This design comes from an exercise in tuning for small area, a short achievable clock period and few clock cycles per item on the open sky130 flow, not from production work.
In this exercise RTL edits were held to simulation tests only and were not proved equivalent to the original.
Power is estimated from default activity; no workload was simulated.

### flow/design.v
package wupd_pkg;
    localparam int NUM_TAPS   = 8;
    localparam int ERR_W      = 14;
    localparam int REF_W      = 14;
    localparam int WEIGHT_W   = 16;
    localparam int PROD_W     = 28;
    localparam int NORM_W     = 32;
    localparam int NORM_SHIFT = 10;
    localparam int QUOT_W     = 27;
    typedef logic signed [ERR_W-1:0]    err_t;
    typedef logic signed [REF_W-1:0]    ref_t;
    typedef logic signed [WEIGHT_W-1:0] weight_t;
    typedef logic signed [PROD_W-1:0]   prod_t;
    typedef logic signed [NORM_W-1:0]   norm_t;
    typedef logic [$clog2(NUM_TAPS)-1:0] tap_idx_t;
    typedef ref_t    [NUM_TAPS-1:0] ref_vec_t;
    typedef weight_t [NUM_TAPS-1:0] weight_vec_t;
    typedef struct packed
    {
        prod_t   prod;       
        weight_t weight;     
    } div_req_t;
    typedef enum logic [1:0]
    {
        S_IDLE,
        S_MULT,
        S_DIV,
        S_WAIT
    } seq_state_t;
endpackage
`timescale 1ns/10ps
module tap_sequencer
(
    input  logic               clk,
    input  logic               rstn,
    input  logic               start,
    input  logic               div_done,
    output wupd_pkg::tap_idx_t tap_idx,
    output logic               shift,
    output logic               div_start,
    output logic               busy,
    output logic               done
);
    wupd_pkg::seq_state_t state;
    logic                 last_tap;
    assign last_tap = (tap_idx == wupd_pkg::tap_idx_t'(wupd_pkg::NUM_TAPS - 1));
    assign shift     = (state == wupd_pkg::S_MULT) ||
                       ((state == wupd_pkg::S_WAIT) && div_done);
    assign div_start = (state == wupd_pkg::S_DIV);
    always_ff @(posedge clk or negedge rstn)
    begin
        if (!rstn)
        begin
            state   <= wupd_pkg::S_IDLE;
            tap_idx <= '0;
            busy    <= 1'b0;
            done    <= 1'b0;
        end
        else
        begin
            done <= 1'b0;
            if (done)
                busy <= 1'b0;    
            case (state)
                wupd_pkg::S_IDLE:
                begin
                    if (start && !busy)
                    begin
                        state   <= wupd_pkg::S_MULT;
                        tap_idx <= '0;
                        busy    <= 1'b1;
                    end
                end
                wupd_pkg::S_MULT:
                begin
                    if (last_tap)
                    begin
                        tap_idx <= '0;
                        state   <= wupd_pkg::S_DIV;
                    end
                    else
                        tap_idx <= tap_idx + 1'b1;
                end
                wupd_pkg::S_DIV:
                    state <= wupd_pkg::S_WAIT;
                wupd_pkg::S_WAIT:
                begin
                    if (div_done)
                    begin
                        if (last_tap)
                        begin
                            state <= wupd_pkg::S_IDLE;
                            done  <= 1'b1;
                        end
                        else
                        begin
                            tap_idx <= tap_idx + 1'b1;
                            state   <= wupd_pkg::S_DIV;
                        end
                    end
                end
                default:
                    state <= wupd_pkg::S_IDLE;
            endcase
        end
    end
endmodule
`timescale 1ns/10ps
module product_line
(
    input  logic                clk,
    input  logic                rstn,
    input  logic                shift,
    input  wupd_pkg::tap_idx_t  tap_idx,
    input  wupd_pkg::err_t      e,
    input  wupd_pkg::ref_vec_t  ref_vec,
    output wupd_pkg::prod_t     head
);
    localparam int RW = wupd_pkg::REF_W;
    localparam int PW = wupd_pkg::PROD_W;
    logic [wupd_pkg::NUM_TAPS*RW-1:0]       ref_flat;
    wupd_pkg::ref_t                         ref_sel;
    wupd_pkg::prod_t                        prod;
    logic [wupd_pkg::NUM_TAPS*PW-1:0]       line_q;
    assign ref_flat = ref_vec;
    assign ref_sel  = ref_flat[tap_idx*RW +: RW];
    assign prod = wupd_pkg::prod_t'(e) * wupd_pkg::prod_t'(ref_sel);
    always_ff @(posedge clk or negedge rstn)
    begin
        if (!rstn)
            line_q <= '0;
        else if (shift)
            line_q <= {line_q[(wupd_pkg::NUM_TAPS-1)*PW-1:0], prod};   
    end
    assign head = line_q[wupd_pkg::NUM_TAPS*PW-1 -: PW];
endmodule
`timescale 1ns/10ps
module weight_divider
(
    input  logic               clk,
    input  logic               rstn,
    input  logic               div_start,
    input  wupd_pkg::div_req_t req,
    input  wupd_pkg::norm_t    n,
    output wupd_pkg::weight_t  result,
    output logic               div_done
);
    typedef logic [$clog2(wupd_pkg::QUOT_W+1)-1:0] step_t;
    logic                               running;
    step_t                              step;
    logic                               last_step;
    wupd_pkg::prod_t                    dividend;
    wupd_pkg::prod_t                    dividend_mag;
    wupd_pkg::norm_t                    divisor;
    logic [wupd_pkg::QUOT_W-1:0]        quo;
    logic [wupd_pkg::NORM_W-1:0]        rem;
    logic [wupd_pkg::NORM_W-1:0]        rem_sh;
    logic [wupd_pkg::NORM_W-1:0]        dvs;
    logic                               neg;
    logic                               div_ok;
    wupd_pkg::weight_t                  w_prev;
    logic signed [wupd_pkg::QUOT_W+1:0] q_ext;
    logic signed [wupd_pkg::QUOT_W+1:0] sum;
    logic                               fits;
    assign dividend     = req.prod >>> 1;
    assign dividend_mag = dividend[wupd_pkg::PROD_W-1] ? -dividend : dividend;
    assign divisor      = n >>> wupd_pkg::NORM_SHIFT;
    assign last_step    = (step == step_t'(wupd_pkg::QUOT_W));
    assign rem_sh = {rem[wupd_pkg::NORM_W-2:0], quo[wupd_pkg::QUOT_W-1]};
    always_comb
    begin
        q_ext = {2'b00, quo};
        if (neg)
            q_ext = -q_ext;      
        sum = q_ext + w_prev;
    end
    assign fits = (sum[wupd_pkg::QUOT_W+1:wupd_pkg::WEIGHT_W-1] == '0) ||
                  (sum[wupd_pkg::QUOT_W+1:wupd_pkg::WEIGHT_W-1] == '1);
    always_ff @(posedge clk or negedge rstn)
    begin
        if (!rstn)
        begin
            running  <= 1'b0;
            step     <= '0;
            div_done <= 1'b0;
        end
        else
        begin
            div_done <= 1'b0;
            if (!running)
            begin
                if (div_start)
                begin
                    running <= 1'b1;
                    step    <= '0;
                end
            end
            else if (last_step)
            begin
                running  <= 1'b0;
                div_done <= 1'b1;
            end
            else
                step <= step + 1'b1;
        end
    end
    always_ff @(posedge clk)
    begin
        if (!running && div_start)
        begin
            quo    <= dividend_mag[wupd_pkg::QUOT_W-1:0];
            rem    <= '0;
            dvs    <= divisor;
            neg    <= dividend[wupd_pkg::PROD_W-1];
            div_ok <= (divisor > 0);
            w_prev <= req.weight;
        end
        else if (running && !last_step)
        begin
            if (rem_sh >= dvs)
            begin
                rem <= rem_sh - dvs;
                quo <= {quo[wupd_pkg::QUOT_W-2:0], 1'b1};
            end
            else
            begin
                rem <= rem_sh;
                quo <= {quo[wupd_pkg::QUOT_W-2:0], 1'b0};
            end
        end
        else if (running && last_step)
        begin
            if (!div_ok)
                result <= w_prev;    
            else if (fits)
                result <= sum[wupd_pkg::WEIGHT_W-1:0];
            else if (sum[wupd_pkg::QUOT_W+1])
                result <= {1'b1, {(wupd_pkg::WEIGHT_W-1){1'b0}}};
            else
                result <= {1'b0, {(wupd_pkg::WEIGHT_W-1){1'b1}}};
        end
    end
endmodule
`timescale 1ns/10ps
module weight_bank
(
    input  logic                  clk,
    input  logic                  rstn,
    input  wupd_pkg::tap_idx_t    tap_idx,
    input  logic                  wr_en,
    input  wupd_pkg::weight_t     wr_data,
    output wupd_pkg::weight_t     rd_data,
    output wupd_pkg::weight_vec_t weights
);
    logic [wupd_pkg::NUM_TAPS*wupd_pkg::WEIGHT_W-1:0] w_q;
    always_ff @(posedge clk or negedge rstn)
    begin
        if (!rstn)
            w_q <= '0;
        else if (wr_en)
            w_q[tap_idx*wupd_pkg::WEIGHT_W +: wupd_pkg::WEIGHT_W] <= wr_data;
    end
    assign rd_data = w_q[tap_idx*wupd_pkg::WEIGHT_W +: wupd_pkg::WEIGHT_W];   
    assign weights = w_q;
endmodule
`timescale 1ns/10ps
module weight_update_top
(
    input  logic                  clk,
    input  logic                  rstn,
    input  logic                  start,
    input  wupd_pkg::err_t        e,
    input  wupd_pkg::ref_vec_t    ref_vec,
    input  wupd_pkg::norm_t       n,
    output wupd_pkg::weight_vec_t weights,
    output logic                  busy,
    output logic                  done
);
    wupd_pkg::tap_idx_t tap_idx;
    logic               shift;
    logic               div_start;
    logic               div_done;
    wupd_pkg::prod_t    head;
    wupd_pkg::weight_t  rd_data;
    wupd_pkg::weight_t  result;
    wupd_pkg::div_req_t req;
    assign req.prod   = head;
    assign req.weight = rd_data;
    tap_sequencer u_seq
    (
        .clk       (clk),
        .rstn      (rstn),
        .start     (start),
        .div_done  (div_done),
        .tap_idx   (tap_idx),
        .shift     (shift),
        .div_start (div_start),
        .busy      (busy),
        .done      (done)
    );
    product_line u_prod
    (
        .clk     (clk),
        .rstn    (rstn),
        .shift   (shift),
        .tap_idx (tap_idx),
        .e       (e),
        .ref_vec (ref_vec),
        .head    (head)
    );
    weight_divider u_div
    (
        .clk       (clk),
        .rstn      (rstn),
        .div_start (div_start),
        .req       (req),
        .n         (n),
        .result    (result),
        .div_done  (div_done)
    );
    weight_bank u_bank
    (
        .clk     (clk),
        .rstn    (rstn),
        .tap_idx (tap_idx),
        .wr_en   (div_done),
        .wr_data (result),
        .rd_data (rd_data),
        .weights (weights)
    );
endmodule
### flow/run.sh
#!/bin/bash
# synth_recipe.tcl (not shown) runs the flow's synth.tcl, then flattens the netlist and writes it again
# the make line also repeats each setting of config.mk as NAME=value (left out here)
make -C /OpenROAD-flow-scripts/flow DESIGN_CONFIG=/design/flow/config.mk WORK_HOME=/design/flow/orfs CLKGATE_MAP_FILE= SYNTH_SCRIPT=/design/flow/synth_recipe.tcl finish
### flow/config.mk
export PLATFORM = sky130hd
export DESIGN_NAME = weight_update_top
export DESIGN_NICKNAME = weight_update_top
export VERILOG_FILES = /design/flow/design.v
export SDC_FILE = /design/flow/constraint.sdc
export NUM_CORES = 4
export LEC_CHECK = 0
export CAP_MARGIN = 20
export CORE_MARGIN = 2
export CORE_UTILIZATION = 40
export SLEW_MARGIN = 20
### flow/constraint.sdc
create_clock -name core_clock -period 10.0 [get_ports {clk}]
set_input_delay 2.0000 -clock core_clock [delete_from_list [all_inputs] [get_ports {clk}]]
set_output_delay 2.0000 -clock core_clock [all_outputs]
set_load 0.01 [all_outputs]
==> key figures <==
Worst setup path
  • Most used cell, CP: fa_1
  • R2R depth: 24
  • Crit Path Category: in2reg
  • Reg2Reg Setup Slack: 2.11 ns
  • Crit-path slowest cell: fa_1
  • CP endpoint kind: register
  • Max FO, Critical Path: 12
  • Required time worst endpoint: 10.52 ns
  • Worst path max stage delay: 0.55 ns
  • R2r startpoint: u_seq.tap_idx[1]
  • Startpoint types: input port
  • Reg2reg end: u_prod.line_q[25]
  • Cell Chain, Critical Path: clkdlybuf4s50_1 -> mux4_2 -> nand2_1 -> nand2_1 -> nand2_1 -> fa_1 -> fa_1 -> inv_1 -> fa_1 -> fa_1 -> fa_1 -> inv_1 -> fa_1 -> inv_1 -> ha_1 -> nand4_1 -> a2111o_1 -> a21oi_1 -> o211ai_1 -> a21boi_0 -> nor2_1 -> nor4b_1 -> a311o_1
  • Worst EP arrival: 9.20 ns

Placed design
  • Gp weighted congestion: 0.8851
  • Pre-CTS setup slack: 0.7739 ns
  • DP Wirelength: 57,850 um
  • Port Buffers: 280

Power
  • P_leak: 16.99 nW
  • Pwr per Cell Area: 261.8 nW/um^2
  • Maximum vdd drop: 0.5477 mV

CTS
  • Setup Buffers After CTS: 0
  • Clk buf depth: 3
  • Hold_buf cts: 0
  • CTS tree: built
  • CTS resizes: 0
  • Clk pin slew, worst setup/hold paths: 0.06 ns
  • # clock sinks: 472
  • CTS H-tree depth: 2
  • CTS Buf Count: 50
  • Clock latency (worst-skew pair): 0.63 ns
  • CTS Root Cell: clkbuf_16

STA
  • Final Setup Violations: 0
  • Post-route setup TNS: 0 ns
  • Final Hold Vio Count: 0
  • Slew Limit Headroom: 0.2857
  • Final WS setup: 1.319 ns
  • Max Fclk: 115.2 MHz
  • Slew at the pin closest to its max-slew limit: 1.070 ns
  • Min Clock Period, post-route: 8.681 ns
  • Fin crit share: 0.8681
  • Setup repair after global routing missed its margin: false
  • Layout Skew: 0.04925 ns
  • Slew Viols, Final: 0

Hold path
  • Tightest Hold Check Type: reg2reg
  • Min-delay src: u_prod.line_q[32]
  • Sink of the worst hold path: u_prod.line_q[60]
  • WHS Path Cells: 2

Drt
  • ANT nets after route: 0
  • Routed len/inst: 17.21 um
  • WL final: 79,880 um
  • Drt initial violations: 1,500
  • Vias post-DR: 24,090
  • DRC violations left: 0
  • Via density: 5.190
  • Pre-antenna DRT Iters: 5

Floorplan
  • I/O Pins: 291
  • Die X: 284.7 um
  • Die area: 81,080 um^2
  • Die H: 284.7 um
  • Core area: 77,720 um^2
  • Num rows: 102
  • Starting Density: 0.4056

Synthesis
  • Commonest cells in the netlist: 889 x nand2_1, 358 x dfrtp_1, 302 x inv_1, 197 x fa_1, 182 x o21ai_0
  • Synth cell types: 69
  • Top cell type's share of synthesized area: 0.2842
  • Most common cell in the netlist: nand2_1
  • #FFs+latches synth: 472
  • Sequential area share after synthesis: 0.3829
  • Mapped Avg Cell Area: 9.433 um^2
  • Synth async-reset ratio: 0.7585
  • Post-synth top flop: dfrtp_1
  • Post-synth EDFFs: 83
  • Synth warn: 4
  • Cell taking the most area after synthesis: dfrtp_1
  • Largest cells by area after synthesis: dfrtp_1 28%, fa_1 13%, nand2_1 11%
  • Synthesized Nets: 3,840
  • Synth Instances: 3,342
  • Mapped Area: 31,530 um^2

GRT
  • Total gr overflow: 0
  • Total GRT Usage: 0.2018
  • First-pass GRT wire length: 133,100 um
  • Vias in the first global route: 24,680
  • Initial antenna violation count: 0
  • Largest net degree at the start of global routing: 216

Job
  • Max cap viols: 0

Final layout
  • N_diodes: 0
  • Synthesis-to-finish area growth: 17.50%
  • Layout cells sized above 1: 0.05610
  • Nets: 4,060

Outcome
  • Status: timing/DRC/antenna clean
==> where the power goes <==
part | switching (W) | total (W) | leakage (nW) | internal (W)
Clock | 0.000802 | 0.00182 | 0.791 | 0.00102
Combinational | 0.00288 | 0.00509 | 10.7 | 0.00220
Sequential | 0.000345 | 0.00279 | 5.45 | 0.00245
Total | 0.00403 | 0.00970 | 17.0 | 0.00567
==> critical path, delay by kind of cell <==
family,cells,cell delay [ns]
AND/OR/NAND/NOR,6,1.33
buffers and inverters,4,0.55
multiplexers,1,0.47
AO/OA/AOI/OAI,5,1.37
adder cells (fa/ha/maj),7,3.47
==> worst max path at each step <==
stage | start | end | slack, ns | cells after the start
final | ref_vec[105] | u_prod.line_q[25] | 1.32 | 23
after global routing | ref_vec[105] | u_prod.line_q[25] | 0.94 | 23
after CTS | ref_vec[49] | u_prod.line_q[25] | 1.38 | 23
after detailed placement | ref_vec[105] | u_prod.line_q[25] | 0.77 | 23
after global placement | ref_vec[49] | u_prod.line_q[25] | 0.74 | 23
after floorplan | ref_vec[45] | u_prod.line_q[25] | 1.45 | 23
==> kinds of logic after synthesis <==
logic type	synth area share
AND/OR/NAND/NOR	0.1853
flip-flops	0.3829
multiplexers	0.05282
AO/OA/AOI/OAI	0.1104
adder cells (fa/ha/maj)	0.1807
XOR/XNOR	0.03413
buffers and inverters	0.05382
==> registers in the layout (all words and copies together) (netlist names), 2 cells and up <==
signal,flops
u_div.rem,31
u_div.step,5
u_seq.state,2
u_seq.tap_idx,3
u_div.w_prev,16
u_div.dvs,22
u_prod.line_q,216
u_bank.w_q,128
u_div.result,16
u_div.quo,27
==> cell usage in the layout, fill, tap and decap left out, drive strengths merged, types with 28 or more instances in the layout <==
cell	Yosys	layout
ha	140	140
nand2	889	889
dfrtp	358	358
a21o	41	41
edfxtp	83	83
buf	11	37
nor2	106	106
mux4	60	60
inv	302	305
nand2b	43	43
mux2i	28	28
xor2	48	48
and2	40	40
o21ai	185	185
nand3	35	35
clkbuf	137	63
fa	197	197
a22o	68	68
xnor2	74	74
nor2b	105	105
clkdlybuf4s50	0	279
dfxtp	31	31
a21oi	95	95
==> stage by stage <==
stage / instance area (um^2) / utilization / hold slack, ns / total power [W] / std cells
6_report: 37040 / 0.4766 / 0.4234 / 0.009698 / 4641
3_5_place_dp: 35420 / 0.4557 / 0.4551 / 0.008005 / 4549
5_1_grt: 37040 / 0.4766 / 0.4663 / 0.01079 / 4641
2_1_floorplan: 31530 / - / 0.4231 / 0.006761 / 3342
4_1_cts: 37030 / 0.4764 / 0.4379 / 0.009858 / 4640
3_3_place_gp: 35420 / 0.4557 / 0.4507 / 0.007968 / 4549
==> final cells by class <==
class	count	area, um^2
multi-input combinational	2418	17800
sequential	472	12080
timing repair buffer	316	3110
fill	7463	40680
clock inverter	28	262.8
tap	1040	1301
inverter	304	1141
clock buffer	63	1350
==> routing by layer <==
metal	vias up	GRT usage	routed length (um)
met5	-	0	0
met4	0	0.07118	2655
met3	129	0.02224	2885
met2	472	0.3445	39440
met1	11940	0.2664	34900
li1	11550	-	-
Testbench counts, summed over its fixed seeds: cycles 96,000, updates 384.

-- what the ideal ports hide --
The results above use ideal ports. As a check the final layout listed here was re-extracted and re-timed, cells and wires unchanged. Step 1 sets driving cells, clkbuf_16 on the clock port and buf_2 on the other inputs (assumed; they add their load-dependent delay and slew). Step 2 times the ports against the registers' clock, not the clock port: input delays grow and output delays shrink by t, the midpoint of the rising clock arrivals with the driver on. a / b / c = ideal / step 1 / step 2; a / b = the first two.
t (ns): 0.668
setup WS [ns]: 1.319 / 1.356 / 0.688
hold slack, ns: 0.423 / 0.423 / 0.423
worst setup path at the end: input to register
worst register clock-pin slew, ns: 0.07 / 0.07
After both steps this run still meets setup and hold. For this run, drivers alone change the setup slack by +0.037 ns; drivers and shift together by -0.631 ns.
